Context: an optimization exercise on an open-source flow, tuned for small area. The choices shown serve that exercise and are no tape-out recipe. Where RTL was checked, it was by simulation tests only, not by an equivalence proof against the original. Function not checked in runs 4 and 5: the RTL went through the layout flow alone.

## config.mk

```make
export PLATFORM = sky130hd
export DESIGN_NAME = pid_controller_clamped_unit
export DESIGN_NICKNAME = pid_controller_clamped_unit
export VERILOG_FILES = /design/flow/design.v
export SDC_FILE = /design/flow/constraint.sdc
export NUM_CORES = 4
export LEC_CHECK = 0
export CAP_MARGIN = 20
export CORE_MARGIN = 2
export CORE_UTILIZATION = 40
export SLEW_MARGIN = 20
```

## constraint.sdc

```tcl
create_clock -name core_clock -period 11.0 [get_ports {clk_i}]
set_input_delay 2.2000 -clock core_clock [delete_from_list [all_inputs] [get_ports {clk_i}]]
set_output_delay 2.2000 -clock core_clock [all_outputs]
set_load 0.01 [all_outputs]
```

## design.v

```verilog
`default_nettype none
package pcc_pkg;
  localparam int unsigned DataW = 16;
  localparam int unsigned IntegW = 24;
  localparam int unsigned CfgIdxW = 3;
endpackage
`default_nettype wire
`default_nettype none
module pid_controller_clamped_unit #(
  parameter int unsigned UPDATE_RATE_HZ = 30
) (
  input  wire                               clk_i,
  input  wire                               rst_ni,
  input  wire                               cfg_valid_i,
  output logic                              cfg_ready_o,
  input  wire  [pcc_pkg::CfgIdxW-1:0]       cfg_index_i,
  input  wire  [pcc_pkg::DataW-1:0]         cfg_data_i,
  input  wire                               in_valid_i,
  output logic                              in_ready_o,
  input  wire                               time_passed_i,
  input  wire  signed [pcc_pkg::DataW-1:0]  setpoint_i,
  input  wire  signed [pcc_pkg::DataW-1:0]  measured_i,
  output logic                              out_valid_o,
  input  wire                               out_ready_i,
  output logic signed [pcc_pkg::DataW-1:0]  drive_o
);
  localparam logic [2:0] PhIdle = 3'd0;
  localparam logic [2:0] Ph1    = 3'd1;
  localparam logic [2:0] Ph2    = 3'd2;
  localparam logic [2:0] Ph3    = 3'd3;
  localparam logic [2:0] Ph4    = 3'd4;
  logic signed [15:0] kp_q, ki_q, kd_q, mn_q, mx_q;
  logic signed [23:0] integ_q;
  logic signed [15:0] prev_q;
  logic               out_valid_q;
  logic        [15:0] drive_q;
  logic [2:0] ph_q, ph_d;
  logic [5:0] n_q, n_d;
  logic        br_e_q, br_d_q, br_30_q;   
  logic [4:0]  dl_q;                      
  logic [17:0] acc_q;                     
  logic        pd_q;                      
  logic [3:0]  r_q;                       
  logic        br_q_q;                    
  logic        cy_q;                      
  logic        br_l_q, br_h_q;            
  logic        lt_q, gt_q, inv_q;         
  logic [23:0] scr_q;                     
  logic hold, first, jfirst, last;
  logic accept;
  assign cfg_ready_o = 1'b1;
  assign out_valid_o = out_valid_q;
  assign drive_o     = drive_q;
  assign hold        = !time_passed_i;
  always_ff @(posedge clk_i or negedge rst_ni) begin
    if (!rst_ni) begin
      kp_q <= '0;
      ki_q <= '0;
      kd_q <= '0;
      mn_q <= '0;
      mx_q <= '0;
    end else if (cfg_valid_i) begin
      case (cfg_index_i)
        3'd0: kp_q <= cfg_data_i;
        3'd1: ki_q <= cfg_data_i;
        3'd2: kd_q <= cfg_data_i;
        3'd3: mn_q <= cfg_data_i;
        3'd4: mx_q <= cfg_data_i;
        default: ;
      endcase
    end
  end
  always_comb begin
    ph_d = ph_q;
    n_d  = n_q + 6'd1;
    last = 1'b0;
    unique case (ph_q)
      Ph1: if (n_q == 6'd32) begin ph_d = Ph2; n_d = '0; end
      Ph2: if (n_q == 6'd28) begin ph_d = Ph3; n_d = '0; end
      Ph3: if (n_q == 6'd37) begin ph_d = Ph4; n_d = 6'd9; end
      Ph4: if (n_q == 6'd24) begin ph_d = PhIdle; last = 1'b1; end
      default: begin
        ph_d = hold ? Ph4 : Ph1;
        n_d  = hold ? 6'd9 : 6'd0;
      end
    endcase
    if (ph_q == PhIdle && (!in_valid_i || out_valid_q)) begin
      ph_d = PhIdle;
    end
    if (!in_valid_i) begin
      ph_d = PhIdle;
    end
  end
  always_ff @(posedge clk_i or negedge rst_ni) begin
    if (!rst_ni) begin
      ph_q <= PhIdle;
      n_q  <= '0;
    end else begin
      ph_q <= ph_d;
      n_q  <= n_d;
    end
  end
  assign in_ready_o = last;
  assign accept     = last && in_valid_i;
  assign first      = (n_q == 6'd0);
  assign jfirst     = (n_q == 6'd1);
  logic [3:0] ie;
  logic       sp_b, pv_b, prev_b;
  logic       e_b, dlt_b, d30_b;
  logic       a_b, b_b;
  assign ie     = (n_q[5:4] != 2'b00) ? 4'd15 : n_q[3:0];
  assign sp_b   = setpoint_i[ie];
  assign pv_b   = measured_i[ie];
  assign prev_b = prev_q[ie];
  logic br_e_in, br_d_in, br_30_in;
  assign br_e_in  = br_e_q  && !first;
  assign br_d_in  = br_d_q  && !first;
  assign br_30_in = br_30_q && !first;
  assign e_b   = sp_b ^ pv_b ^ br_e_in;
  assign dlt_b = pv_b ^ prev_b ^ br_d_in;
  assign a_b   = dl_q[4];
  assign b_b   = dl_q[0];
  assign d30_b = a_b ^ b_b ^ br_30_in;
  always_ff @(posedge clk_i) begin
    br_e_q  <= (!sp_b && pv_b) || (!(sp_b ^ pv_b) && br_e_in);
    br_d_q  <= (!pv_b && prev_b) || (!(pv_b ^ prev_b) && br_d_in);
    br_30_q <= (!a_b && b_b) || (!(a_b ^ b_b) && br_30_in);
    dl_q    <= {dl_q[3:0], dlt_b && (ph_q == Ph3)};
  end
  logic        mact, sgn;
  logic [15:0] k1, op_a, op_b;
  logic [18:0] acc_in, sum;
  logic        x_b;
  assign mact   = (n_q <= 6'd21);
  assign sgn    = (n_q == 6'd21);
  assign k1     = (ph_q == Ph3) ? kp_q : ki_q;
  assign op_a   = (mact && e_b) ? k1 : 16'd0;
  assign op_b   = (mact && d30_b && (ph_q == Ph3)) ? kd_q : 16'd0;
  assign acc_in = first ? 19'd0 : {acc_q[17], acc_q};
  assign sum    = acc_in
                + {{3{op_a[15] ^ sgn}}, op_a ^ {16{sgn}}}
                + {{3{op_b[15] ^ !sgn}}, op_b ^ {16{!sgn}}}
                + 19'd1;
  assign x_b    = sum[0];
  always_ff @(posedge clk_i) begin
    acc_q <= sum[18:1];
    pd_q  <= x_b;
  end
  logic [5:0] j;
  logic [4:0] ii;
  logic [5:0] mj;
  logic [3:0] im;
  logic       i_b, lo_b, hi_b;
  assign j    = n_q - 6'd1;
  assign ii   = (j > 6'd23) ? 5'd23 : j[4:0];
  assign i_b  = integ_q[ii];
  assign mj   = n_q - 6'd9;
  assign im   = (mj[5:4] != 2'b00) ? 4'd15 : mj[3:0];
  assign lo_b = (n_q >= 6'd9) && mn_q[im];
  assign hi_b = (n_q >= 6'd9) && mx_q[im];
  logic [3:0] r_add, r_inc, r_dec;
  assign r_inc = (r_q == 4'd14) ? 4'd0 : r_q + 4'd1;
  assign r_dec = (r_q == 4'd0) ? 4'd14 : r_q - 4'd1;
  assign r_add = !x_b ? r_q : (n_q == 6'd32) ? r_dec : r_inc;
  logic br_q_in, q_b;
  assign br_q_in = br_q_q && !jfirst;
  assign q_b     = r_q[0] ^ x_b ^ br_q_in;
  logic i2_b;
  always_comb begin
    if (j > 6'd23)  i2_b = scr_q[23];
    else if (lt_q)  i2_b = inv_q ? hi_b : lo_b;
    else if (gt_q)  i2_b = hi_b;
    else            i2_b = scr_q[0];
  end
  logic u_b, w_b, cy_in, v_b;
  assign u_b   = (ph_q == Ph3) ? pd_q : q_b;
  assign w_b   = (ph_q == Ph3) ? i2_b : i_b;
  assign cy_in = cy_q && !jfirst;
  assign v_b   = u_b ^ w_b ^ cy_in;
  logic c_b, br_l_in, br_h_in, l_b, h_b;
  assign c_b     = (ph_q == Ph1) ? lo_b : v_b;
  assign br_l_in = br_l_q && !jfirst;
  assign br_h_in = br_h_q && !jfirst;
  assign l_b     = c_b ^ lo_b ^ br_l_in;    
  assign h_b     = hi_b ^ c_b ^ br_h_in;    
  always_ff @(posedge clk_i) begin
    br_q_q <= (!r_q[0] && x_b) || (!(r_q[0] ^ x_b) && br_q_in);
    cy_q   <= (u_b && w_b) || ((u_b ^ w_b) && cy_in);
    br_l_q <= (!c_b && lo_b) || (!(c_b ^ lo_b) && br_l_in);
    br_h_q <= (!hi_b && c_b) || (!(hi_b ^ c_b) && br_h_in);
    unique case (ph_q)
      Ph1: begin
        if (first) r_q <= '0;
        else       r_q <= {r_add[0], r_add[3:1]};
        if (n_q == 6'd28) inv_q <= h_b;
      end
      Ph2: begin
        if (!first) r_q <= {q_b, r_q[3:1]};
        if (!first && j <= 6'd23) scr_q <= {v_b, scr_q[23:1]};
        if (n_q == 6'd28) begin
          lt_q <= l_b;
          gt_q <= h_b;
        end
      end
      Ph3: begin
        if (!first && j <= 6'd23) scr_q <= {i2_b, scr_q[23:1]};
        if (j >= 6'd8 && j <= 6'd23) drive_q <= {v_b, drive_q[15:1]};
        if (n_q == 6'd37) begin
          lt_q <= l_b;
          gt_q <= h_b;
        end
      end
      Ph4: begin
        drive_q <= {hold ? 1'b0 : gt_q ? hi_b : lt_q ? lo_b : drive_q[0],
                    drive_q[15:1]};
      end
      default: ;
    endcase
  end
  always_ff @(posedge clk_i or negedge rst_ni) begin
    if (!rst_ni) begin
      integ_q <= '0;
      prev_q  <= '0;
    end else if (accept && !hold) begin
      integ_q <= scr_q;
      prev_q  <= measured_i;
    end
  end
  always_ff @(posedge clk_i or negedge rst_ni) begin
    if (!rst_ni) begin
      out_valid_q <= 1'b0;
    end else if (accept) begin
      out_valid_q <= 1'b1;
    end else if (out_ready_i) begin
      out_valid_q <= 1'b0;
    end
  end
endmodule
`default_nettype wire
```

## run.sh

```bash
#!/bin/bash
# synth_recipe.tcl (not shown) runs the flow's synth.tcl, then flattens the netlist and writes it again
# the make line also repeats each setting of config.mk as NAME=value (left out here)
make -C /OpenROAD-flow-scripts/flow DESIGN_CONFIG=/design/flow/config.mk WORK_HOME=/design/flow/orfs CLKGATE_MAP_FILE= SYNTH_SCRIPT=/design/flow/synth_recipe.tcl finish
```

==> results of run 1 <==
[area by class of cell]
| type | count | area, um2 | share of cell area |
|---|---|---|---|
| Clock buffer | 29 | 648.1 | 0.04912 |
| Clock inverter | 12 | 185.2 | 0.01404 |
| Sequential cell | 208 | 5285 | 0.4006 |
| Tap cell | 378 | 473.0 | 0.03585 |
| Inverter | 41 | 153.9 | 0.01166 |
| Multi-Input combinational cell | 689 | 5582 | 0.4230 |
| Timing Repair Buffer | 88 | 867.1 | 0.06572 |
[path summary, 6_finish.rpt]
path | end | cells after the start | start | slack [ns]
worst min register to register | dl_q[2]$_DFF_P_ | 0 | dl_q[1]$_DFF_P_ | 0.33
max in group asynchronous | kp_q[4]$_DFFE_PN0P_ | 2 | rst_ni | 8.06
worst min-delay path | dl_q[2]$_DFF_P_ | 0 | dl_q[1]$_DFF_P_ | 0.33
worst max-delay path | gt_q$_DFFE_PP_ | 18 | measured_i[10] | 3.62
worst max register to register | gt_q$_DFFE_PP_ | 23 | n_q[0]$_DFF_PN0_ | 4.33
min in group asynchronous | integ_q[9]$_DFFE_PN0P_ | 1 | rst_ni | 1.71
[cell families (layout without fill, tap and decap cells)]
logic type      Yosys count  after routing  synth area share
compound gates          174            174            0.1027
xor+xnor                 57             57           0.04674
fa+ha+maj                51             51           0.07345
buf+inv                  91            170           0.03539
flops                   208            208            0.4701
mux                     145            145            0.1590
other cells               1              1         0.0003335
simple gates            261            261            0.1123
[stage by stage]
| step | instances | cell area, um2 | utilization | hold slack [ns] |
|---|---|---|---|---|
| final | 1445 | 13190 | 0.4762 | 0.3267 |
| after global routing | 1445 | 13190 | 0.4762 | 0.3400 |
| after CTS | 1445 | 13190 | 0.4762 | 0.3293 |
| after detailed placement | 1404 | 12360 | 0.4461 | 0.3197 |
| after global placement | 1403 | 12330 | 0.4452 | 0.3104 |
| after floorplan | 988 | 11240 | - | 0.3096 |
[synthesized netlist by cell type, drive strengths merged, types with 25 or more instances]
library cell,number
dfrtp,130
o21ai,39
nand3,25
xnor2,32
dfxtp,31
nand2,108
inv,41
ha,26
edfxtp,47
a21oi,55
fa,25
mux2,126
xor2,25
buf,28
nor2,41
[metal layers]
| metal | vias up | share of wire |
|---|---|---|
| met4 | 0 | 0.015 |
| met5 | - | 0 |
| met1 | 3856 | 0.48 |
| li1 | 3647 | - |
| met2 | 140 | 0.46 |
| met3 | 33 | 0.038 |
[flip-flops by register name, indices dropped and copies added, names as in the netlist, 3 cells and up]
| name | cells |
|---|---|
| acc_q | 18 |
| mn_q | 16 |
| scr_q | 24 |
| r_q | 4 |
| n_q | 6 |
| mx_q | 16 |
| integ_q | 24 |
| ph_q | 3 |
| ki_q | 16 |
| dl_q | 5 |
| kd_q | 16 |
| prev_q | 16 |
| kp_q | 16 |
| drive_q | 16 |
[worst max-delay path: cells and delay by family]
kind | cells | cell delay [ns]
AND/OR/NAND/NOR | 4 | 1.01
multiplexers | 2 | 0.77
buffers and inverters | 3 | 0.57
adder cells (fa/ha/maj) | 5 | 2.48
XOR/XNOR | 1 | 0.09
AO/OA/AOI/OAI | 3 | 0.50
[layout by cell type (no fill, tap or decap), drive strengths merged, types with 14 or more instances in the layout]
cell type and count:
dfrtp 130, mux2 126, nand2 108, clkdlybuf4s50 73, a21oi 55, edfxtp 47
nor2 41, inv 41, o21ai 39, xnor2 32, dfxtp 31, clkbuf 29
ha 26, fa 25, nand3 25, xor2 25, nor2b 18, nor3 17
buf 15, mux4 14
==> flow_metrics.py, run 1 <==
metrics = {
    "floorplan": {
        "start_util": 0.4058,
        "die_w_um": 171.7,
        "fp.dieH_um": 171.7,
        "die_area_um2": 29470,
        "pin_count": 76,
        "core_area_um2": 27710,
        "num_rows": 61,
    },
    "synth": {
        "synth_top_area_frac": 0.2893,
        "synth_top_cell_by_area": "dfrtp_1",
        "ys_seq_area_frac": 0.4701,
        "synthCells": 988,
        "ys_ff_latch": 208,
        "syn_area_um2": 11240,
        "yosysUniqueCellTypes": 79,
        "syn_nets": 1096,
        "ys_warn_count": 1,
        "synth_edf_count": 47,
        "avgSynthCellArea_um2": 11.38,
        "synth_ff_type": "dfrtp_1",
        "synth.area.top_cells": "dfrtp_1, edfxtp_1, mux2_2",
        "ys_async_sr_fraction": 0.6250,
    },
    "sta": {
        "setup_ws_ns": 3.623,
        "setup_viol": 0,
        "worst_pin_slew_ns": 0.9992,
        "slew-limit-headroom": 0.3339,
        "min_period_over_period": 0.6706,
        "final_hold_viol_count": 0,
        "tns_ns": 0,
        "grt_setup_unrepaired": "no",
        "skew_ns": 0.01886,
        "max_freq_mhz": 135.6,
        "maxSlewViolCount": 0,
        "period_minus_slack_ns": 7.377,
    },
    "routing": {
        "wl_um": 25120,
        "num_vias": 7676,
        "wl_per_cell_um": 17.38,
        "viasPerCell": 5.312,
        "final_antenna_net_count": 0,
        "dr.pass1.iters": 4,
        "drtIter0Drc": 659,
        "post-route-drc-count": 0,
    },
    "clocking": {
        "clk_pin_slew_ns": 0.06,
        "h-tree-depth": 1,
        "cts_repair_resize_count": 0,
        "cts_setup_buffers": 0,
        "cts.path.max_buffers": 3,
        "root_buffer": "clkbuf_16",
        "clock_latency_ns": 0.51,
        "tritoncts": "yes",
        "hold_buffers": 0,
        "cts_made_buffers": 23,
        "cts_num_sinks": 208,
    },
    "critical_path": {
        "end_kind": "flop",
        "path_cells": "clkdlybuf4s50_1, or3_1, mux4_2, a31oi_1, a31oi_1, fa_1, or2_2, a21oi_1, xor2_1, ha_1, inv_1, fa_1, nand2_1, nand2_1, fa_1, mux2_4, fa_1, inv_1",
        "crit_arrival_ns": 7.63,
        "path_class": "input pin to flop",
        "cpMostUsedCell": "fa_1",
        "critPathSlowestCell": "fa_1",
        "critPathMaxFanout": 16,
        "required_ns": 11.26,
        "max_stage_delay_ns": 0.56,
        "startpoint_type": "input pin",
    },
    "global_routing": {
        "track_usage": 0.1767,
        "met2_usage": 0.2844,
        "grt_pass1_vias": 7682,
        "grt_pass1_wl_um": 41400,
        "globalRouteMet3Util": 0.02370,
        "grt_use_met1": 0.2550,
        "top_usage_layer": "met2",
        "antenna_found_initial": 0,
        "grt-ovfl-total": 0,
        "grt_max_degree": 79,
    },
    "final_layout": {
        "diodes": 0,
        "nNetsFinal": 1159,
        "area_growth_pct": 17.35,
        "fillers": 2506,
        "drive_gt1_frac": 0.2043,
    },
    "outcome": {
        "status": "complete, no violations",
    },
    "placement": {
        "hpwl_um": 17390,
        "routabilityCongestion": 0.8312,
        "port-buffer-count": 74,
        "preCtsSetupSlack_ns": 3.125,
    },
    "min_path": {
        "hp-class": "flop to flop",
    },
    "flow_run": {
        "maxCapViolations": 0,
    },
}
==> run 2: changes to the inputs <==
--- a/design.v
+++ b/design.v
@@ -30,8 +30,10 @@
   localparam logic [2:0] Ph3    = 3'd3;
   localparam logic [2:0] Ph4    = 3'd4;
   logic signed [15:0] kp_q, ki_q, kd_q, mn_q, mx_q;
+  logic        [4:0]  cv_q;     
   logic signed [23:0] integ_q;
   logic signed [15:0] prev_q;
+  logic               sv_q;     
   logic               out_valid_q;
   logic        [15:0] drive_q;
   logic [2:0] ph_q, ph_d;
@@ -54,12 +56,20 @@
   assign hold        = !time_passed_i;
   always_ff @(posedge clk_i or negedge rst_ni) begin
     if (!rst_ni) begin
-      kp_q <= '0;
-      ki_q <= '0;
-      kd_q <= '0;
-      mn_q <= '0;
-      mx_q <= '0;
+      cv_q <= '0;
     end else if (cfg_valid_i) begin
+      case (cfg_index_i)
+        3'd0: cv_q[0] <= 1'b1;
+        3'd1: cv_q[1] <= 1'b1;
+        3'd2: cv_q[2] <= 1'b1;
+        3'd3: cv_q[3] <= 1'b1;
+        3'd4: cv_q[4] <= 1'b1;
+        default: ;
+      endcase
+    end
+  end
+  always_ff @(posedge clk_i) begin
+    if (cfg_valid_i) begin
       case (cfg_index_i)
         3'd0: kp_q <= cfg_data_i;
         3'd1: ki_q <= cfg_data_i;
@@ -94,11 +104,12 @@
   always_ff @(posedge clk_i or negedge rst_ni) begin
     if (!rst_ni) begin
       ph_q <= PhIdle;
-      n_q  <= '0;
     end else begin
       ph_q <= ph_d;
-      n_q  <= n_d;
-    end
+    end
+  end
+  always_ff @(posedge clk_i) begin
+    n_q <= n_d;
   end
   assign in_ready_o = last;
   assign accept     = last && in_valid_i;
@@ -111,7 +122,7 @@
   assign ie     = (n_q[5:4] != 2'b00) ? 4'd15 : n_q[3:0];
   assign sp_b   = setpoint_i[ie];
   assign pv_b   = measured_i[ie];
-  assign prev_b = prev_q[ie];
+  assign prev_b = sv_q && prev_q[ie];
   logic br_e_in, br_d_in, br_30_in;
   assign br_e_in  = br_e_q  && !first;
   assign br_d_in  = br_d_q  && !first;
@@ -129,13 +140,15 @@
   end
   logic        mact, sgn;
   logic [15:0] k1, op_a, op_b;
+  logic        k1v;
   logic [18:0] acc_in, sum;
   logic        x_b;
   assign mact   = (n_q <= 6'd21);
   assign sgn    = (n_q == 6'd21);
   assign k1     = (ph_q == Ph3) ? kp_q : ki_q;
-  assign op_a   = (mact && e_b) ? k1 : 16'd0;
-  assign op_b   = (mact && d30_b && (ph_q == Ph3)) ? kd_q : 16'd0;
+  assign k1v    = (ph_q == Ph3) ? cv_q[0] : cv_q[1];
+  assign op_a   = (mact && e_b && k1v) ? k1 : 16'd0;
+  assign op_b   = (mact && d30_b && cv_q[2] && (ph_q == Ph3)) ? kd_q : 16'd0;
   assign acc_in = first ? 19'd0 : {acc_q[17], acc_q};
   assign sum    = acc_in
                 + {{3{op_a[15] ^ sgn}}, op_a ^ {16{sgn}}}
@@ -153,11 +166,11 @@
   logic       i_b, lo_b, hi_b;
   assign j    = n_q - 6'd1;
   assign ii   = (j > 6'd23) ? 5'd23 : j[4:0];
-  assign i_b  = integ_q[ii];
+  assign i_b  = sv_q && integ_q[ii];
   assign mj   = n_q - 6'd9;
   assign im   = (mj[5:4] != 2'b00) ? 4'd15 : mj[3:0];
-  assign lo_b = (n_q >= 6'd9) && mn_q[im];
-  assign hi_b = (n_q >= 6'd9) && mx_q[im];
+  assign lo_b = (n_q >= 6'd9) && cv_q[3] && mn_q[im];
+  assign hi_b = (n_q >= 6'd9) && cv_q[4] && mx_q[im];
   logic [3:0] r_add, r_inc, r_dec;
   assign r_inc = (r_q == 4'd14) ? 4'd0 : r_q + 4'd1;
   assign r_dec = (r_q == 4'd0) ? 4'd14 : r_q - 4'd1;
@@ -219,9 +232,13 @@
   end
   always_ff @(posedge clk_i or negedge rst_ni) begin
     if (!rst_ni) begin
-      integ_q <= '0;
-      prev_q  <= '0;
+      sv_q <= 1'b0;
     end else if (accept && !hold) begin
+      sv_q <= 1'b1;
+    end
+  end
+  always_ff @(posedge clk_i) begin
+    if (accept && !hold) begin
       integ_q <= scr_q;
       prev_q  <= measured_i;
     end
--- a/config.mk
+++ b/config.mk
@@ -5,7 +5,9 @@
 export SDC_FILE = /design/flow/constraint.sdc
 export NUM_CORES = 4
 export LEC_CHECK = 0
+export ABC_AREA = 1
 export CAP_MARGIN = 20
 export CORE_MARGIN = 2
 export CORE_UTILIZATION = 40
+export CTS_BUF_LIST = sky130_fd_sc_hd__clkbuf_2 sky130_fd_sc_hd__clkbuf_4
 export SLEW_MARGIN = 20
==> run 2 against run 1 <==
Against the previous run:
- critical path type is now flop to flop
- utilization is 0.92 points higher
- area after synthesis fell by 7.7%
- critical endpoint unchanged
- via count fell by 5.1%
- sequential cell count grew 6
==> flow_metrics.py, run 2 <==
metrics = {
    "floorplan": {
        "start_util": 0.4098,
        "fp.dieH_um": 165.1,
        "die_w_um": 165.1,
        "pin_count": 76,
        "core_area_um2": 25330,
        "die_area_um2": 27250,
        "num_rows": 58,
    },
    "critical_path": {
        "crit_end": "gt_q$_DFFE_PP_",
        "reg2reg_to": "gt_q$_DFFE_PP_",
        "path_class": "flop to flop",
        "crit_arrival_ns": 8.01,
        "crit_start": "n_q[4]$_DFF_P_",
        "r2r_start": "n_q[4]$_DFF_P_",
        "rr_worst_depth": 23,
        "startpoint_type": "flop",
        "ff2ff_setup_slack_ns": 3.40,
        "end_kind": "flop",
        "required_ns": 11.40,
        "critPathMaxFanout": 16,
    },
    "synth": {
        "synthCells": 985,
        "synth_top_area_frac": 0.4832,
        "synth_compound_area_frac": 0.07149,
        "synth_ff_type": "edfxtp_1",
        "post_synth_and_or_nand_nor_area_fraction": 0.1648,
        "avgSynthCellArea_um2": 10.54,
        "synth.area.top_cells": "edfxtp_1, nand2_1, dfxtp_1",
        "syn_nets": 1093,
        "synth_common_cells": "nand2_1, edfxtp_1, inv_1",
        "ys_ff_latch": 214,
        "ys_warn_count": 1,
        "synth_xor_xnor_area_share": 0.04641,
        "synthAdderAreaFrac": 0.07957,
        "ys_async_sr_fraction": 0.04673,
        "synth_top_cell_by_area": "edfxtp_1",
        "synth_edf_count": 167,
        "synth_most_common_cell": "nand2_1",
        "ys_seq_area_frac": 0.5787,
        "yosysUniqueCellTypes": 52,
        "synthMuxAreaShare": 0.003858,
        "syn_area_um2": 10380,
        "synth_top_family_by_area": "simple AND/OR/NAND/NOR gates",
    },
    "sta": {
        "period_minus_slack_ns": 7.605,
        "fin_hold_ws_ns": 0.3261,
        "grt_setup_unrepaired": "no",
        "final_hold_viol_count": 0,
        "setup_ws_ns": 3.395,
        "setup_viol": 0,
        "max_freq_mhz": 131.5,
        "worst_pin_slew_ns": 0.8921,
        "min_period_over_period": 0.6913,
        "maxSlewViolCount": 0,
        "slew-limit-headroom": 0.4031,
        "tns_ns": 0,
        "skew_ns": 0.06655,
    },
    "routing": {
        "wl_per_cell_um": 15.75,
        "final_antenna_net_count": 0,
        "num_vias": 7285,
        "wl_um": 23450,
        "viasPerCell": 4.893,
        "dr.pass1.iters": 5,
        "post-route-drc-count": 0,
        "drtIter0Drc": 397,
    },
    "final_layout": {
        "final_common_cell": "nand2_1",
        "nNetsFinal": 1215,
        "largest_registers": "integ_q: 24 flops, scr_q: 24 flops, acc_q: 18 flops",
        "area_growth_pct": 18.46,
        "multi_input_area_um2": 3822,
        "seq_area_um2": 6006,
        "utilization": 0.4854,
        "final_cell_mix": "nand2_1, edfxtp_1, inv_1",
        "fillers": 2301,
        "drive_gt1_frac": 0.1278,
    },
    "clocking": {
        "cts_repair_resize_count": 0,
        "tritoncts": "yes",
        "cts_made_buffers": 59,
        "clk_pin_slew_ns": 0.07,
        "h-tree-depth": 2,
        "cts.path.max_buffers": 3,
        "clock_latency_ns": 0.70,
        "cts_setup_buffers": 0,
        "root_buffer": "clkbuf_4",
        "cts_num_sinks": 214,
        "hold_buffers": 0,
    },
    "global_routing": {
        "grt_pass1_vias": 7184,
        "grt-ovfl-total": 0,
        "antenna_found_initial": 1,
        "grt_pass1_wl_um": 37840,
        "track_usage": 0.1777,
        "grt_max_degree": 42,
    },
    "placement": {
        "preCtsSetupSlack_ns": 2.804,
        "routabilityCongestion": 0.8831,
        "port-buffer-count": 74,
        "hpwl_um": 16040,
    },
    "outcome": {
        "status": "complete, no violations",
    },
    "min_path": {
        "hold_start": "dl_q[3]$_DFF_P_",
        "hp-class": "flop to flop",
    },
    "flow_run": {
        "maxCapViolations": 0,
    },
}
run 2: changes by cell type in the layout (fill, tap and decap cells not counted), moves of 64 or more:
cell | before | now
mux2_2 | 125 | 0
nand2_1 | 108 | 231
dfrtp_1 | 130 | 10
edfxtp_1 | 47 | 167
clkbuf_4 | 0 | 93
inv_1 | 39 | 103
run 2: worst max-delay path: stages (launching register included):
cell	delay (ns)
dfxtp_1	0.39
inv_2	0.15
nand2_2	0.14
nor2_1	0.71
clkinv_1	0.52
a21oi_1	0.24
a221oi_1	0.11
or3_1	0.41
nand2_1	0.13
inv_1	0.07
fa_1	0.52
a2111oi_4	0.78
nand2_1	0.14
xnor2_1	0.17
ha_1	0.36
inv_1	0.11
fa_1	0.51
inv_1	0.05
o21ai_0	0.28
fa_1	0.49
o21ai_0	0.36
inv_1	0.12
fa_1	0.53
inv_1	0.05
run 2: final cells by class:
cell class	instances	share of cell area
Inverter	116	0.03542
Timing Repair Buffer	86	0.06758
Tap cell	330	0.03358
Clock inverter	19	0.007022
Sequential cell	214	0.4885
Clock buffer	93	0.05679
Multi-Input combinational cell	630	0.3109
Antenna cell	1	0.0002035
run 2: cell families (layout without fill, tap and decap cells):
group,count (synthesis),after routing
AO/OA/AOI/OAI,119,119
XOR/XNOR,55,55
adder cells (fa/ha/maj),51,51
buffers and inverters,141,314
flip-flops,214,214
multiplexers,4,4
other,1,2
AND/OR/NAND/NOR,400,400
run 2: how the worst min path moves through the flow:
stage / to / slack [ns] / cells after the start
2_1_floorplan: dl_q[2]$_DFF_P_ / 0.31 / 0
3_3_place_gp: dl_q[2]$_DFF_P_ / 0.31 / 0
3_5_place_dp: dl_q[3]$_DFF_P_ / 0.32 / 0
4_1_cts: dl_q[3]$_DFF_P_ / 0.33 / 0
5_1_grt: dl_q[2]$_DFF_P_ / 0.34 / 0
6_report: dl_q[4]$_DFF_P_ / 0.33 / 0
run 2: per-layer routing:
layer  track usage  up-vias  part of all wire
li1              -     3633                 -
met3       0.04446       52             0.055
met4       0.06719        0             0.027
met2        0.2672      180              0.45
met5             0        -                 0
met1        0.2487     3420              0.47
run 2: through the flow:
| step | area, um2 | std cells |
|---|---|---|
| 2_1_floorplan | 10380 | 985 |
| 3_3_place_gp | 11510 | 1376 |
| 3_5_place_dp | 11510 | 1376 |
| 4_1_cts | 12290 | 1488 |
| 5_1_grt | 12290 | 1489 |
| 6_report | 12290 | 1489 |
==> run 3: changes to the inputs <==
--- a/config.mk
+++ b/config.mk
@@ -5,9 +5,7 @@
 export SDC_FILE = /design/flow/constraint.sdc
 export NUM_CORES = 4
 export LEC_CHECK = 0
-export ABC_AREA = 1
 export CAP_MARGIN = 20
 export CORE_MARGIN = 2
 export CORE_UTILIZATION = 40
-export CTS_BUF_LIST = sky130_fd_sc_hd__clkbuf_2 sky130_fd_sc_hd__clkbuf_4
 export SLEW_MARGIN = 20
==> run 3 against run 2 <==
Against the previous run:
- via count decreased by 8.5%
- worst hold slack about the same
- area after synthesis increased by 0.16%
- non-clock buffer count unchanged
- count of clock-buffer cells in the layout decreased by 63
- sequential share of layout area decreased by 0.35 points
- die area increased by 0.15%
==> flow_metrics.py, run 3 <==
metrics = {
    "sta": {
        "slew-limit-headroom": 0.3439,
        "skew_ns": 0.007720,
        "final_hold_viol_count": 0,
        "maxSlewViolCount": 0,
        "grt_setup_unrepaired": "no",
        "min_period_over_period": 0.7109,
        "setup_viol": 0,
        "period_minus_slack_ns": 7.820,
        "worst_pin_slew_ns": 0.9842,
        "max_freq_mhz": 127.9,
        "tns_ns": 0,
    },
    "critical_path": {
        "max_stage_delay_ns": 0.62,
        "reg2reg_to": "acc_q[17]$_DFF_P_",
        "path_cells": "clkdlybuf4s50_1, mux4_2, and2_1, o32a_1, fa_1, a211o_1, a21oi_1, xnor2_1, fa_1, inv_1, fa_1, a21oi_1, o21ai_1, a2111oi_0, o21a_1, o31ai_1, o41ai_1, o21bai_1, a21oi_1, xnor2_1",
        "cp_top_family": "compound AO/OA/AOI/OAI gates",
        "ff2ff_setup_slack_ns": 3.91,
        "cp_num_buf_inv": 2,
        "path_class": "input pin to flop",
        "r2r_start": "n_q[0]$_DFF_P_",
        "path_depth": 20,
        "end_kind": "flop",
        "critPathMaxFanout": 16,
        "critPathSlowestCell": "a2111oi_0",
        "crit_arrival_ns": 8.27,
        "crit_start": "measured_i[7]",
        "rr_worst_depth": 23,
        "startpoint_type": "input pin",
        "required_ns": 11.45,
        "crit_end": "acc_q[17]$_DFF_P_",
    },
    "clocking": {
        "cts_repair_resize_count": 0,
        "hold_buffers": 0,
        "cts_setup_buffers": 0,
        "tritoncts": "yes",
        "clock_latency_ns": 0.52,
        "cts_made_buffers": 25,
        "clk_pin_slew_ns": 0.06,
        "cts_num_sinks": 214,
        "root_buffer": "clkbuf_16",
        "h-tree-depth": 1,
        "cts.path.max_buffers": 3,
    },
    "placement": {
        "hpwl_um": 14630,
        "placedCellCount": 1242,
        "port-buffer-count": 74,
        "routabilityCongestion": 0.8118,
    },
    "floorplan": {
        "die_area_um2": 27290,
        "fp.dieH_um": 165.2,
        "core_area_um2": 25760,
        "start_util": 0.4035,
        "num_rows": 59,
        "pin_count": 76,
        "die_w_um": 165.2,
    },
    "global_routing": {
        "track_usage": 0.1652,
        "grt_pass1_wl_um": 35380,
        "grt-ovfl-total": 0,
        "grt_pass1_vias": 6631,
        "grt_max_degree": 43,
        "antenna_found_initial": 0,
    },
    "min_path": {
        "hp-class": "flop to flop",
    },
    "routing": {
        "final_antenna_net_count": 0,
        "wl_per_cell_um": 16.88,
        "top_layer": "met4",
        "route.met2.wl_um": 10260,
        "wl_met1_um": 10190,
        "drtIter0Drc": 580,
        "num_vias": 6665,
        "dr.pass1.iters": 5,
        "viasPerCell": 5.175,
        "wl_met3_um": 966,
        "post-route-drc-count": 0,
        "wl_um": 21740,
    },
    "synth": {
        "syn_area_um2": 10390,
        "synthCells": 856,
        "ys_async_sr_fraction": 0.04673,
        "ys_ff_latch": 214,
        "synth_ff_type": "edfxtp_1",
        "syn_nets": 964,
        "synth_edf_count": 167,
        "yosysUniqueCellTypes": 68,
        "synth_most_common_cell": "edfxtp_1",
        "synth_top_area_frac": 0.4824,
        "synth_common_cells": "edfxtp_1, nand2_1, a21oi_1",
        "ys_seq_area_frac": 0.5778,
        "avgSynthCellArea_um2": 12.14,
        "synth.area.top_cells": "edfxtp_1, dfxtp_1, fa_1",
        "ys_warn_count": 1,
        "synth_top_cell_by_area": "edfxtp_1",
    },
    "final_layout": {
        "fillers": 2273,
        "largest_registers": "integ_q: 24 flops, scr_q: 24 flops, acc_q: 18 flops",
        "nNetsFinal": 1042,
        "utilization": 0.4807,
        "area_growth_pct": 19.15,
        "final_common_cell": "edfxtp_1",
        "final_cell_mix": "edfxtp_1, nand2_1, clkdlybuf4s50_1",
        "finalNonFillerCells": 1288,
        "drive_gt1_frac": 0.09024,
        "diodes": 0,
    },
    "outcome": {
        "status": "complete, no violations",
    },
    "flow_run": {
        "maxCapViolations": 0,
    },
}
-- run 3: worst register-to-register path: cells and delay by family, from the launching register on --
| kind | cells | cell delay, ns |
|---|---|---|
| compound gates | 10 | 2.87 |
| xor+xnor | 2 | 0.24 |
| fa+ha+maj | 4 | 1.98 |
| buf+inv | 4 | 0.91 |
| flops | 1 | 0.31 |
| simple gates | 3 | 0.75 |
-- run 3: how the worst min path moves through the flow --
stage,start,to,slack (ns),cells past startpoint
6_report,dl_q[2]$_DFF_P_,dl_q[3]$_DFF_P_,0.33,0
2_1_floorplan,dl_q[1]$_DFF_P_,dl_q[2]$_DFF_P_,0.31,0
5_1_grt,dl_q[2]$_DFF_P_,dl_q[3]$_DFF_P_,0.34,0
3_3_place_gp,dl_q[1]$_DFF_P_,dl_q[2]$_DFF_P_,0.31,0
4_1_cts,dl_q[2]$_DFF_P_,dl_q[3]$_DFF_P_,0.33,0
3_5_place_dp,dl_q[3]$_DFF_P_,dl_q[4]$_DFF_P_,0.31,0
-- run 3: final cells by class --
type	instances	area (um2)	area share
Clock buffer	30	664.4	0.05364
Clock inverter	16	214.0	0.01727
Inverter	42	157.7	0.01273
Multi-Input combinational cell	565	4093	0.3304
Sequential cell	214	6007	0.4850
Tap cell	335	419.2	0.03384
Timing Repair Buffer	86	830.8	0.06708
-- run 3: per-layer routing --
metal | GRT usage | vias to the layer above
met4 | 0.03557 | 0
met1 | 0.2337 | 3256
li1 | - | 3235
met3 | 0.02522 | 24
met5 | 0 | -
met2 | 0.2705 | 150
-- run 3: cell families (layout without fill, tap and decap cells) --
family / after synthesis / count (layout) / share of synthesized area
mux: 31 / 31 / 0.04249
fa+ha+maj: 51 / 51 / 0.07944
buf+inv: 77 / 174 / 0.03021
flops: 214 / 214 / 0.5778
simple gates: 268 / 268 / 0.1211
compound gates: 155 / 155 / 0.09642
xor+xnor: 59 / 59 / 0.05224
other cells: 1 / 1 / 0.0003608
-- run 3: per-stage QoR --
stage	setup slack [ns]	instance area (um2)	hold WS [ns]
floorplan	3.760	10400	0.3096
global route	2.637	12390	0.3435
detailed placement	2.671	11510	0.3138
CTS	3.165	12390	0.3288
finish	3.180	12390	0.3257
global placement	2.781	11510	0.3123
==> run 4: changes to the inputs <==
--- a/design.v
+++ b/design.v
@@ -115,22 +115,24 @@
   assign accept     = last && in_valid_i;
   assign first      = (n_q == 6'd0);
   assign jfirst     = (n_q == 6'd1);
-  logic [3:0] ie;
-  logic       sp_b, pv_b, prev_b;
-  logic       e_b, dlt_b, d30_b;
-  logic       a_b, b_b;
-  assign ie     = (n_q[5:4] != 2'b00) ? 4'd15 : n_q[3:0];
-  assign sp_b   = setpoint_i[ie];
-  assign pv_b   = measured_i[ie];
-  assign prev_b = sv_q && prev_q[ie];
+  logic [63:0] sp_x, pv_x, prev_x;
+  logic        sp_b, pv_b, prev_b;
+  logic        e_b, dlt_b, d30_b;
+  logic        a_b, b_b;
+  assign sp_x   = {{48{setpoint_i[15]}}, setpoint_i};
+  assign pv_x   = {{48{measured_i[15]}}, measured_i};
+  assign prev_x = {{48{prev_q[15]}}, prev_q};
+  assign sp_b   = sp_x[n_q];
+  assign pv_b   = pv_x[n_q];
+  assign prev_b = sv_q && prev_x[n_q];
   logic br_e_in, br_d_in, br_30_in;
   assign br_e_in  = br_e_q  && !first;
   assign br_d_in  = br_d_q  && !first;
   assign br_30_in = br_30_q && !first;
   assign e_b   = sp_b ^ pv_b ^ br_e_in;
   assign dlt_b = pv_b ^ prev_b ^ br_d_in;
-  assign a_b   = dl_q[4];
-  assign b_b   = dl_q[0];
+  assign a_b   = dl_q[0];
+  assign b_b   = dl_q[4];
   assign d30_b = a_b ^ b_b ^ br_30_in;
   always_ff @(posedge clk_i) begin
     br_e_q  <= (!sp_b && pv_b) || (!(sp_b ^ pv_b) && br_e_in);
@@ -138,39 +140,29 @@
     br_30_q <= (!a_b && b_b) || (!(a_b ^ b_b) && br_30_in);
     dl_q    <= {dl_q[3:0], dlt_b && (ph_q == Ph3)};
   end
-  logic        mact, sgn;
   logic [15:0] k1, op_a, op_b;
   logic        k1v;
   logic [18:0] acc_in, sum;
   logic        x_b;
-  assign mact   = (n_q <= 6'd21);
-  assign sgn    = (n_q == 6'd21);
   assign k1     = (ph_q == Ph3) ? kp_q : ki_q;
   assign k1v    = (ph_q == Ph3) ? cv_q[0] : cv_q[1];
-  assign op_a   = (mact && e_b && k1v) ? k1 : 16'd0;
-  assign op_b   = (mact && d30_b && cv_q[2] && (ph_q == Ph3)) ? kd_q : 16'd0;
+  assign op_a   = (e_b && k1v) ? k1 : 16'd0;
+  assign op_b   = (d30_b && cv_q[2] && (ph_q == Ph3)) ? kd_q : 16'd0;
   assign acc_in = first ? 19'd0 : {acc_q[17], acc_q};
-  assign sum    = acc_in
-                + {{3{op_a[15] ^ sgn}}, op_a ^ {16{sgn}}}
-                + {{3{op_b[15] ^ !sgn}}, op_b ^ {16{!sgn}}}
-                + 19'd1;
+  assign sum    = acc_in + {{3{op_a[15]}}, op_a} + {{3{op_b[15]}}, op_b};
   assign x_b    = sum[0];
   always_ff @(posedge clk_i) begin
     acc_q <= sum[18:1];
     pd_q  <= x_b;
   end
-  logic [5:0] j;
-  logic [4:0] ii;
-  logic [5:0] mj;
-  logic [3:0] im;
-  logic       i_b, lo_b, hi_b;
-  assign j    = n_q - 6'd1;
-  assign ii   = (j > 6'd23) ? 5'd23 : j[4:0];
-  assign i_b  = sv_q && integ_q[ii];
-  assign mj   = n_q - 6'd9;
-  assign im   = (mj[5:4] != 2'b00) ? 4'd15 : mj[3:0];
-  assign lo_b = (n_q >= 6'd9) && cv_q[3] && mn_q[im];
-  assign hi_b = (n_q >= 6'd9) && cv_q[4] && mx_q[im];
+  logic [63:0] i_x, lo_x, hi_x;
+  logic        i_b, lo_b, hi_b;
+  assign i_x  = {{39{integ_q[23]}}, integ_q, 1'b0};
+  assign lo_x = {{39{mn_q[15]}}, mn_q, 9'd0};
+  assign hi_x = {{39{mx_q[15]}}, mx_q, 9'd0};
+  assign i_b  = sv_q && i_x[n_q];
+  assign lo_b = cv_q[3] && lo_x[n_q];
+  assign hi_b = cv_q[4] && hi_x[n_q];
   logic [3:0] r_add, r_inc, r_dec;
   assign r_inc = (r_q == 4'd14) ? 4'd0 : r_q + 4'd1;
   assign r_dec = (r_q == 4'd0) ? 4'd14 : r_q - 4'd1;
@@ -180,7 +172,7 @@
   assign q_b     = r_q[0] ^ x_b ^ br_q_in;
   logic i2_b;
   always_comb begin
-    if (j > 6'd23)  i2_b = scr_q[23];
+    if (n_q > 6'd24) i2_b = scr_q[23];
     else if (lt_q)  i2_b = inv_q ? hi_b : lo_b;
     else if (gt_q)  i2_b = hi_b;
     else            i2_b = scr_q[0];
@@ -209,15 +201,15 @@
       end
       Ph2: begin
         if (!first) r_q <= {q_b, r_q[3:1]};
-        if (!first && j <= 6'd23) scr_q <= {v_b, scr_q[23:1]};
+        if (!first && n_q <= 6'd24) scr_q <= {v_b, scr_q[23:1]};
         if (n_q == 6'd28) begin
           lt_q <= l_b;
           gt_q <= h_b;
         end
       end
       Ph3: begin
-        if (!first && j <= 6'd23) scr_q <= {i2_b, scr_q[23:1]};
-        if (j >= 6'd8 && j <= 6'd23) drive_q <= {v_b, drive_q[15:1]};
+        if (!first && n_q <= 6'd24) scr_q <= {i2_b, scr_q[23:1]};
+        if (n_q >= 6'd9 && n_q <= 6'd24) drive_q <= {v_b, drive_q[15:1]};
         if (n_q == 6'd37) begin
           lt_q <= l_b;
           gt_q <= h_b;
--- a/config.mk
+++ b/config.mk
@@ -7,5 +7,8 @@
 export LEC_CHECK = 0
 export CAP_MARGIN = 20
 export CORE_MARGIN = 2
-export CORE_UTILIZATION = 40
+export CORE_UTILIZATION = 60
+export CTS_BUF_LIST = sky130_fd_sc_hd__clkbuf_8
+export CTS_CLUSTER_DIAMETER = 60
+export CTS_CLUSTER_SIZE = 16
 export SLEW_MARGIN = 20
==> run 4 against run 3 <==
Against the previous run:
- still clean
- register-to-register slack improved by 0.54 ns
- critical path depth fell by 4
- count of clock-buffer cells in the layout decreased by 11
- non-clock buffer count is 1 lower
- first-iteration DRC count shrank 19%
- critical endpoint is now gt_q$_DFFE_PP_
==> flow_metrics.py, run 4 <==
metrics = {
    "synth": {
        "synth_common_cells": "edfxtp_1, nand2_1, inv_1",
        "synth_ff_type": "edfxtp_1",
        "syn_nets": 856,
        "yosysUniqueCellTypes": 64,
        "ys_warn_count": 1,
        "synth_top_cell_by_area": "edfxtp_1",
        "avgSynthCellArea_um2": 13.28,
        "syn_area_um2": 9950,
        "synthCells": 749,
        "synth_most_common_cell": "edfxtp_1",
        "synth_top_area_frac": 0.5040,
        "ys_ff_latch": 214,
        "ys_async_sr_fraction": 0.04673,
        "synth_edf_count": 167,
        "synth.area.top_cells": "edfxtp_1, dfxtp_1, fa_1",
        "ys_seq_area_frac": 0.6036,
    },
    "sta": {
        "maxSlewViolCount": 0,
        "grt_setup_unrepaired": "no",
        "worst_pin_slew_ns": 1.003,
        "setup_viol": 0,
        "period_minus_slack_ns": 7.750,
        "setup_ws_ns": 3.250,
        "max_freq_mhz": 129.0,
        "skew_ns": 0.03815,
        "min_period_over_period": 0.7046,
        "slew-limit-headroom": 0.3288,
        "fin_hold_ws_ns": 0.3360,
        "final_hold_viol_count": 0,
        "tns_ns": 0,
    },
    "final_layout": {
        "fillers": 1186,
        "final_common_cell": "edfxtp_1",
        "largest_registers": "integ_q: 24 flops, scr_q: 24 flops, acc_q: 18 flops",
        "finalNonFillerCells": 1059,
        "drive_gt1_frac": 0.08224,
        "utilization": 0.6854,
        "area_growth_pct": 13.02,
        "diodes": 0,
        "final_cell_mix": "edfxtp_1, nand2_1, clkdlybuf4s50_1",
        "nNetsFinal": 934,
        "fin_area_um2": 11240,
    },
    "placement": {
        "placedCellCount": 1027,
        "port-buffer-count": 74,
        "hpwl_um": 13770,
        "placed_area_um2": 10920,
        "routabilityCongestion": 0.8793,
        "preCtsSetupSlack_ns": 2.745,
    },
    "critical_path": {
        "critPathSlowestCell": "fa_1",
        "cp_top_family": "adder cells",
        "critPathMaxFanout": 9,
        "crit_arrival_ns": 8.00,
        "required_ns": 11.25,
        "cp_num_buf_inv": 2,
        "end_kind": "flop",
        "path_class": "input pin to flop",
        "max_stage_delay_ns": 0.70,
        "path_cells": "clkdlybuf4s50_1, mux4_2, mux4_2, mux2_2, fa_1, nor2_1, nand2_1, fa_1, fa_1, nand2_1, nand2_1, fa_1, nand2_1, o21ai_0, fa_1, inv_1",
        "startpoint_type": "input pin",
        "cpMostUsedCell": "fa_1",
    },
    "flow_run": {
        "maxCapViolations": 0,
    },
    "clocking": {
        "clock_latency_ns": 0.52,
        "cts_repair_resize_count": 0,
        "tritoncts": "yes",
        "hold_buffers": 0,
        "clk_pin_slew_ns": 0.09,
        "cts.path.max_buffers": 3,
        "cts_num_sinks": 214,
        "root_buffer": "clkbuf_8",
        "cts_made_buffers": 18,
        "cts_setup_buffers": 0,
        "h-tree-depth": 1,
    },
    "routing": {
        "wl_per_cell_um": 18.55,
        "drtIter0Drc": 469,
        "viasPerCell": 5.771,
        "final_antenna_net_count": 0,
        "wl_um": 19650,
        "post-route-drc-count": 0,
        "dr.pass1.iters": 6,
        "num_vias": 6111,
    },
    "global_routing": {
        "grt_pass1_wl_um": 31720,
        "grt_pass1_vias": 6103,
        "grt-ovfl-total": 0,
        "track_usage": 0.2276,
        "grt_max_degree": 42,
        "antenna_found_initial": 0,
    },
    "outcome": {
        "status": "complete, no violations",
    },
    "floorplan": {
        "core_area_um2": 16410,
        "pin_count": 76,
        "num_rows": 47,
        "die_area_um2": 17630,
        "die_w_um": 132.8,
        "fp.dieH_um": 132.8,
        "start_util": 0.6064,
    },
    "min_path": {
        "hp-class": "flop to flop",
    },
}
-- run 4: cell types whose count changed after synthesis, sizes merged, moves of 6 or more --
cell	delta
mux2i	-6
nor2	-15
and2	+7
nand2b	-6
xnor2	-19
nor3	-13
clkbuf	-10
mux4	+13
o22ai	-6
and3	-7
xor2	-20
a21oi	-30
-- run 4: logic make-up after synthesis --
family	Yosys count	synth area share
multiplexers	40	0.07306
flip-flops	214	0.6036
XOR/XNOR	20	0.01761
buffers and inverters	71	0.03119
AO/OA/AOI/OAI	120	0.08086
adder cells (fa/ha/maj)	50	0.08250
other	1	0.0003769
AND/OR/NAND/NOR	233	0.1108
-- run 4: final timing paths --
kind	slack [ns]	start	endpoint	cells past startpoint
max in group asynchronous	8.57	rst_ni	cv_q[3]$_DFFE_PN0P_	1
setup reg to reg	4.45	n_q[0]$_DFF_P_	gt_q$_DFFE_PP_	16
hold reg to reg	0.34	dl_q[1]$_DFF_P_	dl_q[2]$_DFF_P_	0
hold / removal	0.34	dl_q[1]$_DFF_P_	dl_q[2]$_DFF_P_	0
min in group asynchronous	2.03	rst_ni	sv_q$_DFFE_PN0P_	1
setup / recovery	3.25	measured_i[15]	gt_q$_DFFE_PP_	16
-- run 4: layout make-up --
class                      count  area [um2]  area share
clock inverter                13       63.81    0.005675
inverter                      44       165.2     0.01469
timing repair buffer          85       823.3     0.07322
multi-input combinational    464        3649      0.3245
tap                          220       275.3     0.02448
sequential                   214        6007      0.5342
clock buffer                  19       261.5     0.02326
-- run 4: layer usage --
| metal | vias up | track usage | wire length, um |
|---|---|---|---|
| met2 | 181 | 0.3638 | 9226 |
| met1 | 3022 | 0.3381 | 8964 |
| met5 | - | 0 | 0 |
| li1 | 2886 | - | - |
| met4 | 0 | 0.04839 | 332 |
| met3 | 22 | 0.03410 | 1125 |
-- run 4: worst reg2reg max path, cell delays in order, from the launching register on --
cell,delay [ns]
dfxtp_2,0.32
buf_4,0.50
mux4_1,0.65
mux4_2,0.46
mux2_2,0.32
fa_1,0.52
nor2_1,0.63
nand2_1,0.18
fa_1,0.70
fa_1,0.48
nand2_1,0.07
nand2_1,0.08
fa_1,0.54
nand2_1,0.08
o21ai_0,0.17
fa_1,0.55
inv_1,0.05
==> run 5: changes to the inputs <==
--- a/config.mk
+++ b/config.mk
@@ -8,7 +8,7 @@
 export CAP_MARGIN = 20
 export CORE_MARGIN = 2
 export CORE_UTILIZATION = 60
-export CTS_BUF_LIST = sky130_fd_sc_hd__clkbuf_8
-export CTS_CLUSTER_DIAMETER = 60
-export CTS_CLUSTER_SIZE = 16
+export CTS_BUF_LIST = sky130_fd_sc_hd__clkbuf_16
+export CTS_CLUSTER_DIAMETER = 80
+export CTS_CLUSTER_SIZE = 30
 export SLEW_MARGIN = 20
==> run 5 against run 4 <==
Against the previous run:
- still clean
- clock skew about the same
- area after synthesis unchanged
- worst hold slack improved by 0.0031 ns
- first-iteration DRC count decreased by 4.5%
- sequential cell count unchanged
- critical path depth unchanged
- register-to-register slack improved by 0.04 ns
- critical path type unchanged
==> flow_metrics.py, run 5 <==
metrics = {
    "outcome": {
        "status": "complete, no violations",
    },
    "sta": {
        "slew-limit-headroom": 0.3227,
        "setup_viol": 0,
        "skew_ns": 0.03802,
        "setup_ws_ns": 3.241,
        "tns_ns": 0,
        "min_period_over_period": 0.7053,
        "period_minus_slack_ns": 7.759,
        "worst_pin_slew_ns": 1.012,
        "maxSlewViolCount": 0,
        "fin_hold_ws_ns": 0.3390,
        "final_hold_viol_count": 0,
        "max_freq_mhz": 128.9,
        "grt_setup_unrepaired": "no",
    },
    "min_path": {
        "hp-class": "flop to flop",
    },
    "clocking": {
        "cts_repair_resize_count": 0,
        "cts_num_sinks": 214,
        "clock_latency_ns": 0.48,
        "h-tree-depth": 1,
        "root_buffer": "clkbuf_16",
        "clk_pin_slew_ns": 0.10,
        "hold_buffers": 0,
        "tritoncts": "yes",
        "cts_setup_buffers": 0,
        "cts.path.max_buffers": 3,
        "cts_made_buffers": 12,
    },
    "routing": {
        "drtIter0Drc": 448,
        "final_antenna_net_count": 0,
        "wl_um": 19480,
        "viasPerCell": 5.885,
        "dr.pass1.iters": 5,
        "post-route-drc-count": 0,
        "num_vias": 6162,
        "wl_per_cell_um": 18.60,
    },
    "final_layout": {
        "nNetsFinal": 928,
        "drive_gt1_frac": 0.07618,
        "final_common_cell": "edfxtp_1",
        "area_growth_pct": 13.58,
        "largest_registers": "integ_q: 24 flops, scr_q: 24 flops, acc_q: 18 flops",
        "diodes": 0,
        "final_cell_mix": "edfxtp_1, nand2_1, clkdlybuf4s50_1",
        "finalNonFillerCells": 1047,
    },
    "global_routing": {
        "grt_pass1_vias": 6017,
        "grt-ovfl-total": 0,
        "track_usage": 0.2261,
        "grt_pass1_wl_um": 31620,
        "antenna_found_initial": 0,
        "grt_max_degree": 42,
    },
    "synth": {
        "syn_area_um2": 9950,
        "synth_most_common_cell": "edfxtp_1",
        "synth.area.top_cells": "edfxtp_1, dfxtp_1, fa_1",
        "syn_nets": 856,
        "synth_ff_type": "edfxtp_1",
        "ys_seq_area_frac": 0.6036,
        "ys_warn_count": 1,
        "synth_top_cell_by_area": "edfxtp_1",
        "ys_async_sr_fraction": 0.04673,
        "synth_common_cells": "edfxtp_1, nand2_1, inv_1",
        "synth_top_area_frac": 0.5040,
        "synthCells": 749,
        "yosysUniqueCellTypes": 64,
        "ys_ff_latch": 214,
        "avgSynthCellArea_um2": 13.28,
        "synth_edf_count": 167,
    },
    "floorplan": {
        "num_rows": 47,
        "fp.dieH_um": 132.8,
        "die_w_um": 132.8,
        "die_area_um2": 17630,
        "start_util": 0.6064,
        "core_area_um2": 16410,
        "pin_count": 76,
    },
    "critical_path": {
        "critPathSlowestCell": "fa_1",
        "cp_top_family": "adder cells",
        "max_stage_delay_ns": 0.70,
        "critPathMaxFanout": 9,
        "startpoint_type": "input pin",
        "crit_arrival_ns": 7.98,
        "path_cells": "clkdlybuf4s50_1, mux4_2, mux4_2, mux2_2, fa_1, nor2_1, nand2_1, fa_1, fa_1, nand2_1, nand2_1, fa_1, nand2_1, o21ai_0, fa_1, inv_1",
        "required_ns": 11.22,
        "end_kind": "flop",
        "cp_num_buf_inv": 2,
        "cpMostUsedCell": "fa_1",
        "path_class": "input pin to flop",
    },
    "placement": {
        "placedCellCount": 1027,
        "hpwl_um": 13770,
        "routabilityCongestion": 0.8793,
        "preCtsSetupSlack_ns": 2.745,
        "port-buffer-count": 74,
    },
    "flow_run": {
        "maxCapViolations": 0,
    },
}
==> run 5: path summary, 6_finish.rpt <==
check / from / endpoint / slack, ns / cells after the start
worst max-delay path: measured_i[15] / gt_q$_DFFE_PP_ / 3.24 / 16
worst min-delay path: dl_q[1]$_DFF_P_ / dl_q[2]$_DFF_P_ / 0.34 / 0
worst max register to register: n_q[0]$_DFF_P_ / gt_q$_DFFE_PP_ / 4.49 / 16
worst min register to register: dl_q[1]$_DFF_P_ / dl_q[2]$_DFF_P_ / 0.34 / 0
max in group asynchronous: rst_ni / ph_q[1]$_DFFE_PN0P_ / 8.55 / 1
min in group asynchronous: rst_ni / sv_q$_DFFE_PN0P_ / 2.06 / 1
==> run 5: layout make-up <==
| type | instances | area (um2) |
|---|---|---|
| flip-flops and latches | 214 | 6007 |
| multi-input cells | 464 | 3649 |
| clock inverters | 7 | 56.30 |
| fillers | 1178 | 5106 |
| clock buffers | 13 | 325.3 |
| inverters | 44 | 165.2 |
| repair buffers | 85 | 823.3 |
| well taps | 220 | 275.3 |
==> run 5: routing by layer <==
| layer | vias to the layer above | wire length (um) | share of wire | GRT usage |
|---|---|---|---|---|
| li1 | 2884 | - | - | - |
| met4 | 0 | 314 | 0.016 | 0.04659 |
| met2 | 195 | 9286 | 0.48 | 0.3650 |
| met5 | - | 0 | 0 | 0 |
| met3 | 22 | 1055 | 0.054 | 0.02529 |
| met1 | 3061 | 8819 | 0.45 | 0.3394 |
==> run 5: metrics by stage <==
step                utilization  instance area (um2)
floorplan                     -                 9950
global placement         0.6655                10920
detailed placement       0.6655                10920
CTS                      0.6888                11300
global route             0.6888                11300
finish                   0.6888                11300
==> run 5: cells by family after synthesis <==
family          Yosys count  synth area share
simple gates            233            0.1108
flops                   214            0.6036
compound gates          120           0.08086
buf+inv                  71           0.03119
fa+ha+maj                50           0.08250
mux                      40           0.07306
xor+xnor                 20           0.01761
other cells               1         0.0003769
==> run 6: changes to the inputs <==
--- a/design.v
+++ b/design.v
@@ -48,6 +48,7 @@
   logic        br_l_q, br_h_q;            
   logic        lt_q, gt_q, inv_q;         
   logic [23:0] scr_q;                     
+  logic        sgn_q;                     
   logic hold, first, jfirst, last;
   logic accept;
   assign cfg_ready_o = 1'b1;
@@ -86,8 +87,8 @@
     last = 1'b0;
     unique case (ph_q)
       Ph1: if (n_q == 6'd32) begin ph_d = Ph2; n_d = '0; end
-      Ph2: if (n_q == 6'd28) begin ph_d = Ph3; n_d = '0; end
-      Ph3: if (n_q == 6'd37) begin ph_d = Ph4; n_d = 6'd9; end
+      Ph2: if (n_q == 6'd47) begin ph_d = Ph3; n_d = '0; end
+      Ph3: if (n_q == 6'd57) begin ph_d = Ph4; n_d = 6'd9; end
       Ph4: if (n_q == 6'd24) begin ph_d = PhIdle; last = 1'b1; end
       default: begin
         ph_d = hold ? Ph4 : Ph1;
@@ -172,7 +173,7 @@
   assign q_b     = r_q[0] ^ x_b ^ br_q_in;
   logic i2_b;
   always_comb begin
-    if (n_q > 6'd24) i2_b = scr_q[23];
+    if (n_q > 6'd24) i2_b = sgn_q;
     else if (lt_q)  i2_b = inv_q ? hi_b : lo_b;
     else if (gt_q)  i2_b = hi_b;
     else            i2_b = scr_q[0];
@@ -201,14 +202,13 @@
       end
       Ph2: begin
         if (!first) r_q <= {q_b, r_q[3:1]};
-        if (!first && n_q <= 6'd24) scr_q <= {v_b, scr_q[23:1]};
         if (n_q == 6'd28) begin
           lt_q <= l_b;
           gt_q <= h_b;
         end
       end
       Ph3: begin
-        if (!first && n_q <= 6'd24) scr_q <= {i2_b, scr_q[23:1]};
+        if (n_q == 6'd24) sgn_q <= i2_b;
         if (n_q >= 6'd9 && n_q <= 6'd24) drive_q <= {v_b, drive_q[15:1]};
         if (n_q == 6'd37) begin
           lt_q <= l_b;
@@ -222,6 +222,17 @@
       default: ;
     endcase
   end
+  logic scr_in;
+  always_comb begin
+    scr_in = scr_q[0];
+    if (!first && n_q <= 6'd24) begin
+      if (ph_q == Ph2) scr_in = v_b;
+      if (ph_q == Ph3) scr_in = i2_b;
+    end
+  end
+  always_ff @(posedge clk_i) begin
+    scr_q <= {scr_in, scr_q[23:1]};
+  end
   always_ff @(posedge clk_i or negedge rst_ni) begin
     if (!rst_ni) begin
       sv_q <= 1'b0;
--- a/config.mk
+++ b/config.mk
@@ -8,7 +8,7 @@
 export CAP_MARGIN = 20
 export CORE_MARGIN = 2
 export CORE_UTILIZATION = 60
-export CTS_BUF_LIST = sky130_fd_sc_hd__clkbuf_16
-export CTS_CLUSTER_DIAMETER = 80
-export CTS_CLUSTER_SIZE = 30
+export CTS_BUF_LIST = sky130_fd_sc_hd__clkbuf_8
+export CTS_CLUSTER_DIAMETER = 60
+export CTS_CLUSTER_SIZE = 16
 export SLEW_MARGIN = 20
==> run 6 against run 5 <==
Against the previous run:
- maximum frequency fell by 3.7%
- critical path type unchanged
- register-to-register slack worse by 0.54 ns
- area after synthesis is 2.2% lower
- global-route usage shrank 0.28 points
- sequential share of layout area fell by 0.75 points
- largest cell class unchanged
==> flow_metrics.py, run 6 <==
metrics = {
    "outcome": {
        "status": "complete, no violations",
    },
    "routing": {
        "viasPerCell": 5.744,
        "dr.pass1.iters": 4,
        "drtIter0Drc": 398,
    },
    "critical_path": {
        "r2r_start": "n_q[1]$_DFF_P_",
        "cp_num_buf_inv": 2,
        "crit_start": "measured_i[15]",
        "critPathMaxFanout": 13,
        "cp_top_family": "adder cells",
        "end_kind": "flop",
        "ff2ff_setup_slack_ns": 3.95,
        "startpoint_type": "input pin",
    },
    "synth": {
        "ys_warn_count": 1,
        "ys_ff_latch": 215,
        "synthCells": 724,
        "ys_seq_area_frac": 0.5953,
        "synth_common_cells": "edfxtp_1, nand2_1, dfxtp_1",
        "synth_top_cell_by_area": "edfxtp_1",
        "syn_nets": 832,
        "ys_async_sr_fraction": 0.04651,
        "synth_top_area_frac": 0.4442,
    },
    "placement": {
        "hpwl_um": 13480,
        "port-buffer-count": 74,
        "routabilityCongestion": 0.8524,
    },
    "final_layout": {
        "diodes": 0,
        "final_cell_mix": "edfxtp_1, clkdlybuf4s50_1, nand2_1",
        "fillers": 1173,
        "largest_registers": "integ_q: 24 flops, scr_q: 24 flops, acc_q: 18 flops",
        "area_growth_pct": 13.62,
    },
    "sta": {
        "period_minus_slack_ns": 8.057,
        "slew-limit-headroom": 0.3712,
        "final_hold_viol_count": 0,
        "worst_pin_slew_ns": 0.9397,
        "tns_ns": 0,
        "setup_viol": 0,
    },
    "clocking": {
        "tritoncts": "yes",
        "hold_buffers": 0,
        "root_buffer": "clkbuf_8",
        "cts_setup_buffers": 0,
        "cts_made_buffers": 18,
    },
    "global_routing": {
        "track_usage": 0.2233,
        "grt_max_degree": 42,
    },
    "floorplan": {
        "start_util": 0.6129,
        "die_area_um2": 17260,
    },
}
## run 6: path summary, 6_finish.rpt
kind / end / depth (start not counted)
setup / recovery: lt_q$_DFFE_PP_ / 14
hold / removal: dl_q[3]$_DFF_P_ / 0
setup reg to reg: lt_q$_DFFE_PP_ / 14
hold reg to reg: dl_q[3]$_DFF_P_ / 0
max in group asynchronous: ph_q[0]$_DFFE_PN0P_ / 1
min in group asynchronous: cv_q[1]$_DFFE_PN0P_ / 1
## run 6: metrics by stage
stage | area [um2] | hold WS [ns] | utilization | cells | setup WS, ns
6_report | 11060 | 0.3299 | 0.6964 | 1032 | 2.943
3_5_place_dp | 10720 | 0.3157 | 0.6749 | 999 | 2.426
3_3_place_gp | 10720 | 0.3123 | 0.6749 | 999 | 2.598
2_1_floorplan | 9736 | 0.3096 | - | 724 | 3.612
5_1_grt | 11060 | 0.3507 | 0.6964 | 1032 | 2.737
4_1_cts | 11050 | 0.3349 | 0.6954 | 1031 | 2.951
## run 6: layout make-up
| class | count | area (um2) | area share |
|---|---|---|---|
| well taps | 216 | 270.3 | 0.02443 |
| flip-flops and latches | 215 | 5797 | 0.5240 |
| clock inverters | 14 | 77.57 | 0.007013 |
| multi-input cells | 434 | 3655 | 0.3304 |
| clock buffers | 18 | 247.7 | 0.02240 |
| repair buffers | 84 | 823.3 | 0.07443 |
| inverters | 51 | 191.4 | 0.01731 |
## run 6: kinds of logic after synthesis
| logic type | count (synthesis) | synth area share |
|---|---|---|
| AO/OA/AOI/OAI | 108 | 0.07313 |
| XOR/XNOR | 19 | 0.01709 |
| adder cells (fa/ha/maj) | 51 | 0.08559 |
| buffers and inverters | 75 | 0.03110 |
| flip-flops | 215 | 0.5953 |
| multiplexers | 61 | 0.09793 |
| other | 1 | 0.0003852 |
| AND/OR/NAND/NOR | 194 | 0.09947 |
## run 6: layer usage
| layer | track usage | vias to the layer above | part of all wire |
|---|---|---|---|
| met4 | 0.05857 | 0 | 0.020 |
| met3 | 0.03241 | 28 | 0.046 |
| met5 | 0 | - | 0 |
| met1 | 0.3134 | 2952 | 0.45 |
| li1 | - | 2803 | - |
| met2 | 0.3716 | 145 | 0.49 |
## run 6: worst reg2reg max path: stages, from the launching register on
cell and delay (ns):
dfxtp_1 0.80, buf_4 0.43, mux4_2 0.38, mux4_2 0.46, mux2_2 0.32, fa_1 0.57
nor2_1 0.77, nand2_1 0.20, fa_1 0.72, fa_1 0.48, mux2_2 0.30, fa_1 0.52
mux2i_1 0.26, inv_1 0.10, fa_1 0.46

-- what the ideal ports hide --
No port has a modelled driver above. Below, the same layouts with a new extraction and two added sets of constraints.
Step 1 sets driving cells, clkbuf_16 on the clock port and buf_2 on the other inputs (assumed; they add their load-dependent delay and slew).
Step 2, shift: input delay + t, output delay - t, t = (earliest + latest rising clock arrival at the registers) / 2. This alone moves slack from input paths to output paths.
Slacks: no drivers / after step 1 / after step 2; pairs: no drivers / after step 1.
| run | shift t [ns] | slack for setup (ns) | worst register clock-pin slew, ns | cell pins on the clock port's net |
|---|---|---|---|---|
| run 1 | 0.550 | 3.623 / 3.649 / 3.098 | 0.06 / 0.06 | 1 |
| run 2 | 0.705 | 3.395 / 3.395 / 2.764 | 0.07 / 0.07 | 1 |
| run 3 | 0.560 | 3.180 / 3.206 / 2.646 | 0.06 / 0.06 | 1 |
| run 4 | 0.540 | 3.250 / 3.263 / 2.723 | 0.11 / 0.11 | 1 |
| run 5 | 0.510 | 3.241 / 3.260 / 2.751 | 0.12 / 0.12 | 1 |
| run 6 | 0.550 | 2.943 / 2.954 / 2.403 | 0.10 / 0.10 | 1 |
After both steps every run listed still meets setup and hold. The setup slack of run 2, which loses most, moves by 0.000 ns with the drivers and by -0.631 ns with both steps.
